From an optimization exercise on the open Yosys and OpenROAD flow, aimed at small area, a short achievable clock period and few clock cycles per item; shortcuts taken in it are not production practice. Where RTL was checked, it was by simulation tests only, not by an equivalence proof against the original.

// fp_div_top
module fp_div_top
(
    input  wire logic                        clk,
    input  wire logic                        reset,
    input  wire logic                        in_valid,
    input  wire logic [8+23:0] a,
    input  wire logic [8+23:0] b,
    output logic                             out_valid,
    output logic [8+23:0]     result,
    output logic                             exception,
    output logic                             overflow,
    output logic                             underflow
);
Size: roughly 1100 flip-flops, roughly 100 I/O pins.
==> flow/config.mk <==
export PLATFORM = sky130hd
export DESIGN_NAME = fp_div_top
export DESIGN_NICKNAME = fp_div_top
export VERILOG_FILES = /design/flow/design.v
export SDC_FILE = /design/flow/constraint.sdc
export NUM_CORES = 4
export LEC_CHECK = 0
export CAP_MARGIN = 20
export CORE_MARGIN = 2
export CORE_UTILIZATION = 40
export CTS_CLUSTER_DIAMETER = 150
export CTS_CLUSTER_SIZE = 26
export SLEW_MARGIN = 20
==> flow/constraint.sdc <==
create_clock -name core_clock -period 15.0 [get_ports {clk}]
set_input_delay 3.0000 -clock core_clock [delete_from_list [all_inputs] [get_ports {clk}]]
set_output_delay 3.0000 -clock core_clock [all_outputs]
set_load 0.01 [all_outputs]
standard.sh (not shown) runs the stock make flow with config.mk's settings and CLKGATE_MAP_FILE= SYNTH_SCRIPT=/design/flow/synth_recipe.tcl, a recipe that flattens the netlist after the stock synthesis.
==> flow/flow/run.sh <==
#!/bin/bash
# Standard synthesis, then the standard layout with repair_timing aiming for
# extra setup slack (the SDC and the clock period are unchanged), and the
# smallest buffer on each port.
set -euo pipefail
bash standard.sh synth > synth.log 2>&1
bash standard.sh SETUP_SLACK_MARGIN=10.8 "BUFFER_PORTS_ARGS=-buffer_cell sky130_fd_sc_hd__buf_1" finish > layout.log 2>&1
Rerun with:
--- a/flow/design.v
+++ b/flow/design.v
@@ -48,14 +48,12 @@
         logic ge_2;
         case (dh)
-            3'd0:       m2 = 8'sd24;
-            3'd1:       m2 = 8'sd28;
-            3'd2, 3'd3: m2 = 8'sd32;
-            3'd4:       m2 = 8'sd36;
-            3'd7:       m2 = 8'sd44;
-            default:    m2 = 8'sd40;
+            3'd0:         begin mn1 = -8'sd26; m2 = 8'sd25; end
+            3'd1:         begin mn1 = -8'sd29; m2 = 8'sd28; end
+            3'd2, 3'd3:   begin mn1 = -8'sd33; m2 = 8'sd32; end
+            3'd4, 3'd5:   begin mn1 = -8'sd40; m2 = 8'sd38; end
+            default:      begin mn1 = -8'sd45; m2 = 8'sd44; end
         endcase
-        m1  = dh[2] ? 8'sd12 : 8'sd8;
-        m0  = ~m1;
-        mn1 = ~m2;
+        m0 = dh[2] ? -8'sd12 : -8'sd10;
+        m1 = dh[2] ? 8'sd12 : 8'sd8;
         ge_n1 = ge7(y, mn1);
         ge_0  = ge7(y, m0);
What happened: Global-route usage is about the same. Sequential share of layout area rises by 0.27 points. Area after synthesis stays flat. Wire length rises by 0.49%. Worst setup slack is better by 0.055 ns. Die area is about the same.
Testbench counts after the change, summed over its fixed seeds: cycles 16,104, items 16,000.
The RTL of the first run of this note was laid out without a check of its function.

== before ==
fp_div_top, a different RTL version from the one above (not shown whole).
Size in the first run: roughly 3600 cells after synthesis, about 1100 flip-flops.
Design fp_div_top, start of the top module:
module fp_div_top
(
    input  wire logic                        clk,
    input  wire logic                        reset,
    input  wire logic                        in_valid,
    input  wire logic [8+23:0] a,
    input  wire logic [8+23:0] b,
    output logic                             out_valid,
    output logic [8+23:0]     result,
    output logic                             exception,
    output logic                             overflow,
    output logic                             underflow
);
==> module fp_div_classify, before the edit <==
module fp_div_classify
(
    input  wire logic                        clk,
    input  wire logic                        reset,
    input  wire logic                        in_valid,
    input  wire logic [8+23:0] a,
    input  wire logic [8+23:0] b,
    output logic                             out_valid,
    output logic                             sign,
    output logic [8-1:0]             a_exp,
    output logic [8-1:0]             b_exp,
    output logic [25-1:0]             rem_s,
    output logic [6:0]                       rem_c_hi,
    output logic [23-1:0]             b_frac,
    output logic                             q1_two
);
    localparam int SIGN_BIT = 8 + 23;
    logic [2:0]           q1_sel;
    assign q1_sel = fp_div_pkg::sel4({4'b0001, a[23-1:23-4]},
                                     b[23-1:23-3]);
    always_ff @(posedge clk)
    begin
        if (reset)
            out_valid <= 1'b0;
        else
            out_valid <= in_valid;
    end
    always_ff @(posedge clk)
    begin
        sign   <= a[SIGN_BIT] ^ b[SIGN_BIT];
        a_exp  <= a[SIGN_BIT-1:23];
        b_exp  <= b[SIGN_BIT-1:23];
        rem_s  <= {2'b01, a[23-1:0]};
        rem_c_hi <= q1_sel[0] ? {1'b1, b[23-1:23-6]} : {2'b01, b[23-1:23-5]};
        b_frac <= b[23-1:0];
        q1_two <= q1_sel[0];
    end
endmodule
==> module fp_div_mant_stage, before the edit <==
module fp_div_mant_stage
#(
    parameter int FIRST = 2,    
    parameter int NROWS = 2
)
(
    input  wire logic                   clk,
    input  wire logic                   reset,
    input  wire logic                   in_valid,
    input  wire logic                   in_sign,
    input  wire logic [8:0]     in_ecode,
    input  wire logic [23-1:0]   in_b_frac,
    input  wire logic [25-1:0]   in_s,
    input  wire logic [25-1:0]   in_c,
    input  wire logic [13-1:0] in_qs,
    input  wire logic [13-1:0] in_q1,
    input  wire logic [13-1:0] in_q2,
    output logic                        out_valid,
    output logic                        out_sign,
    output logic [8:0]          out_ecode,
    output logic [23-1:0]        out_b_frac,
    output logic [25-1:0]        out_s,
    output logic [25-1:0]        out_c,
    output logic [13-1:0]   out_qs,
    output logic [13-1:0]   out_q1,
    output logic [13-1:0]   out_q2
);
    localparam int W = 25;
    localparam int PREV = (FIRST > 2) ? 13 + 1 - FIRST : 0;
    fp_div_pkg::rem_t d1;
    fp_div_pkg::rem_t d2;
    fp_div_pkg::rem_t s_n;
    fp_div_pkg::rem_t c_n;
    fp_div_pkg::rem_t s4;
    fp_div_pkg::rem_t c4;
    fp_div_pkg::rem_t x;
    fp_div_pkg::rem_t w1;
    logic             ce;
    fp_div_pkg::dig_t qs_n;
    fp_div_pkg::dig_t q1_n;
    fp_div_pkg::dig_t q2_n;
    logic [7:0] y;
    logic [2:0] q;
    assign d1 = {2'b01, in_b_frac};
    assign d2 = {1'b1, in_b_frac, 1'b0};
    always_comb
    begin
        s_n  = ~in_s;
        c_n  = ~in_c;
        if (FIRST == 2)
            s_n = in_s;
        if (FIRST > 2)
        begin
            s_n[0] = in_qs[PREV] ^ (in_q1[PREV] & in_b_frac[0]);
            s_n[1] = in_qs[PREV] ^ ((in_q1[PREV] & in_b_frac[1]) | (in_q2[PREV] & in_b_frac[0]));
            c_n[0] = in_qs[PREV];
        end
        qs_n = in_qs;
        q1_n = in_q1;
        q2_n = in_q2;
        for (int r = 0; r < NROWS; r++)
        begin
            y  = s_n[W-1:W-8] + c_n[W-1:W-8];
            q  = fp_div_pkg::sel4(y, in_b_frac[23-1:23-3]);
            if (FIRST + r == 2)
            begin
                w1 = s_n + c_n + fp_div_pkg::rem_t'(1);
                s4 = {w1[W-3:0], 2'b00};
                c4 = '0;
            end
            else
            begin
                s4 = {s_n[W-3:0], 2'b00};
                c4 = {c_n[W-3:0], 2'b00};
            end
            for (int i = 0; i < W; i++)
                x[i] = q[2] ^ ((q[1] & d1[i]) | (q[0] & d2[i]));
            c_n = '0;
            for (int i = 0; i < W; i += 2)
            begin
                s_n[i] = s4[i] ^ c4[i] ^ x[i];
                ce     = (s4[i] & c4[i]) | (s4[i] & x[i]) | (c4[i] & x[i]);
                if (i + 1 < W)
                begin
                    s_n[i+1] = s4[i+1] ^ x[i+1] ^ ce;
                    if (i + 2 < W)
                        c_n[i+2] = (s4[i+1] & x[i+1]) | (s4[i+1] & ce) | (x[i+1] & ce);
                end
            end
            c_n[0] = q[2];
            qs_n[13 - FIRST - r] = q[2];
            q1_n[13 - FIRST - r] = q[1];
            q2_n[13 - FIRST - r] = q[0];
        end
    end
    always_ff @(posedge clk)
    begin
        if (reset)
            out_valid <= 1'b0;
        else
            out_valid <= in_valid;
    end
    always_ff @(posedge clk)
    begin
        out_sign   <= in_sign;
        out_ecode  <= in_ecode;
        out_b_frac <= in_b_frac;
        out_s      <= ~s_n;
        out_c      <= ~c_n;
        out_qs     <= qs_n;
        out_q1     <= q1_n;
        out_q2     <= q2_n;
    end
endmodule
clock: 15.0 ns
lec_check: 0
cap_margin: 20
core_margin: 2
core_utilization: 40
cts_cluster_diameter: 150
cts_cluster_size: 26
slew_margin: 20
Scripts as last shown in full above: flow/flow/run.sh
Here is what was changed in the inputs of after compared with before.
diff --git a/flow/design.v b/flow/design.v
--- a/flow/design.v
+++ b/flow/design.v
@@ -24,12 +24,12 @@
         carry_out = gt[0];
     endfunction
-    function automatic logic ge7(input logic [7:0] a, input logic [7:0] b);
-        logic [7:0] ua;
-        logic [7:0] ub;
+    function automatic logic ge7(input logic [6:0] a, input logic [6:0] b);
+        logic [6:0] ua;
+        logic [6:0] ub;
         logic       c;
-        ua = a ^ 8'h80;
-        ub = b ^ 8'h80;
+        ua = a ^ 7'h40;
+        ub = b ^ 7'h40;
         c  = 1'b1;
-        for (int i = 0; i < 8; i++)
+        for (int i = 0; i < 7; i++)
             c = (ua[i] & ~ub[i]) | ((ua[i] | ~ub[i]) & c);
         ge7 = c;
@@ -38,9 +38,9 @@
     typedef logic [13-1:0] dig_t;
     typedef logic signed [8+1:0] exp_t;
-    function automatic logic [2:0] sel4(input logic signed [7:0] y, input logic [2:0] dh);
-        logic signed [7:0] mn1;
-        logic signed [7:0] m0;
-        logic signed [7:0] m1;
-        logic signed [7:0] m2;
+    function automatic logic [2:0] sel4(input logic signed [6:0] y, input logic [2:0] dh);
+        logic signed [6:0] mn1;
+        logic signed [6:0] m0;
+        logic signed [6:0] m1;
+        logic signed [6:0] m2;
         logic ge_n1;
         logic ge_0;
@@ -48,12 +48,15 @@
         logic ge_2;
         case (dh)
-            3'd0:         begin mn1 = -8'sd26; m2 = 8'sd25; end
-            3'd1:         begin mn1 = -8'sd29; m2 = 8'sd28; end
-            3'd2, 3'd3:   begin mn1 = -8'sd33; m2 = 8'sd32; end
-            3'd4, 3'd5:   begin mn1 = -8'sd40; m2 = 8'sd38; end
-            default:      begin mn1 = -8'sd45; m2 = 8'sd44; end
+            3'd0:    begin mn1 = -7'sd13; m2 = 7'sd12; end
+            3'd1:    begin mn1 = -7'sd15; m2 = 7'sd14; end
+            3'd2:    begin mn1 = -7'sd16; m2 = 7'sd15; end
+            3'd3:    begin mn1 = -7'sd18; m2 = 7'sd16; end
+            3'd4:    begin mn1 = -7'sd20; m2 = 7'sd18; end
+            3'd5:    begin mn1 = -7'sd21; m2 = 7'sd20; end
+            3'd6:    begin mn1 = -7'sd23; m2 = 7'sd22; end
+            default: begin mn1 = -7'sd25; m2 = 7'sd24; end
         endcase
-        m0 = dh[2] ? -8'sd12 : -8'sd10;
-        m1 = dh[2] ? 8'sd12 : 8'sd8;
+        m0 = dh[2] ? -7'sd7 : -7'sd5;
+        m1 = dh[2] ? 7'sd6 : 7'sd4;
         ge_n1 = ge7(y, mn1);
         ge_0  = ge7(y, m0);
@@ -83,5 +86,5 @@
     localparam int SIGN_BIT = 8 + 23;
     logic [2:0]           q1_sel;
-    assign q1_sel = fp_div_pkg::sel4({4'b0001, a[23-1:23-4]},
+    assign q1_sel = fp_div_pkg::sel4({4'b0001, a[23-1:23-3]},
                                      b[23-1:23-3]);
     always_ff @(posedge clk)
@@ -146,5 +149,5 @@
     fp_div_pkg::dig_t q1_n;
     fp_div_pkg::dig_t q2_n;
-    logic [7:0] y;
+    logic [6:0] y;
     logic [2:0] q;
     assign d1 = {2'b01, in_b_frac};
@@ -167,5 +170,5 @@
         for (int r = 0; r < NROWS; r++)
         begin
-            y  = s_n[W-1:W-8] + c_n[W-1:W-8];
+            y  = s_n[W-1:W-7] + c_n[W-1:W-7];
             q  = fp_div_pkg::sel4(y, in_b_frac[23-1:23-3]);
             if (FIRST + r == 2)
==> comparison <==
Reported for after and before, number of buffers inserted by port buffering turned out identical to the last digit.
The lower share of synthesized area occupied by flip-flops and latches of after and before is in after.
The lower height of the chip of after and before is in before.
Looking only at first-pass GRT wire length, and setting everything else aside, the lower value of after and before goes to before.
after completed end to end with timing, DRC and antenna clean.
after vs. before: via count went up 669; detailed-route wire length on metal 1 went up 10%; met3 routing resource usage after global routing held; met2 usage went down 2.2 points.
[compare] base=before new=after: post-layout minimum cycle time saw an increase, final worst-path cycle share saw little to no change.
Testbench counts of after, summed over its fixed seeds: cycles 16,104, items 16,000.
For before, only the layout was checked, not whether the RTL still works.

-- static timing again, ports no longer ideal --
Ports are ideal in the flow. The routed layouts listed here were re-timed in OpenROAD. Step 1: set_driving_cell puts a clkbuf_16 on clk and a buf_2 on each other input, an assumption about the parent block. Step 2 also shifts input and output timing later by t, the mid clock arrival at the registers, as if the neighbouring blocks saw the same clock. a / b / c = ideal / step 1 / step 2; a / b = the first two.
run	t (ns)	setup WS [ns]	hold WS [ns]	worst setup path after step 2	worst register clock-pin slew, ns
the first run of note 1	0.691	10.820 / 10.794 / 10.820	0.322 / 0.322 / 0.322	register to register	0.10 / 0.10
the second run of note 1	0.686	10.875 / 10.809 / 10.934	0.311 / 0.311 / 0.311	register to register	0.11 / 0.11
before	0.716	10.867 / 10.799 / 10.234	0.321 / 0.321 / 0.321	input to register	0.10 / 0.10
after	0.693	10.855 / 10.792 / 10.838	0.315 / 0.315 / 0.315	input to register	0.10 / 0.10
After both steps every run listed still meets setup and hold. For before, which loses most, drivers alone change the setup slack by -0.068 ns; drivers and shift together by -0.633 ns.
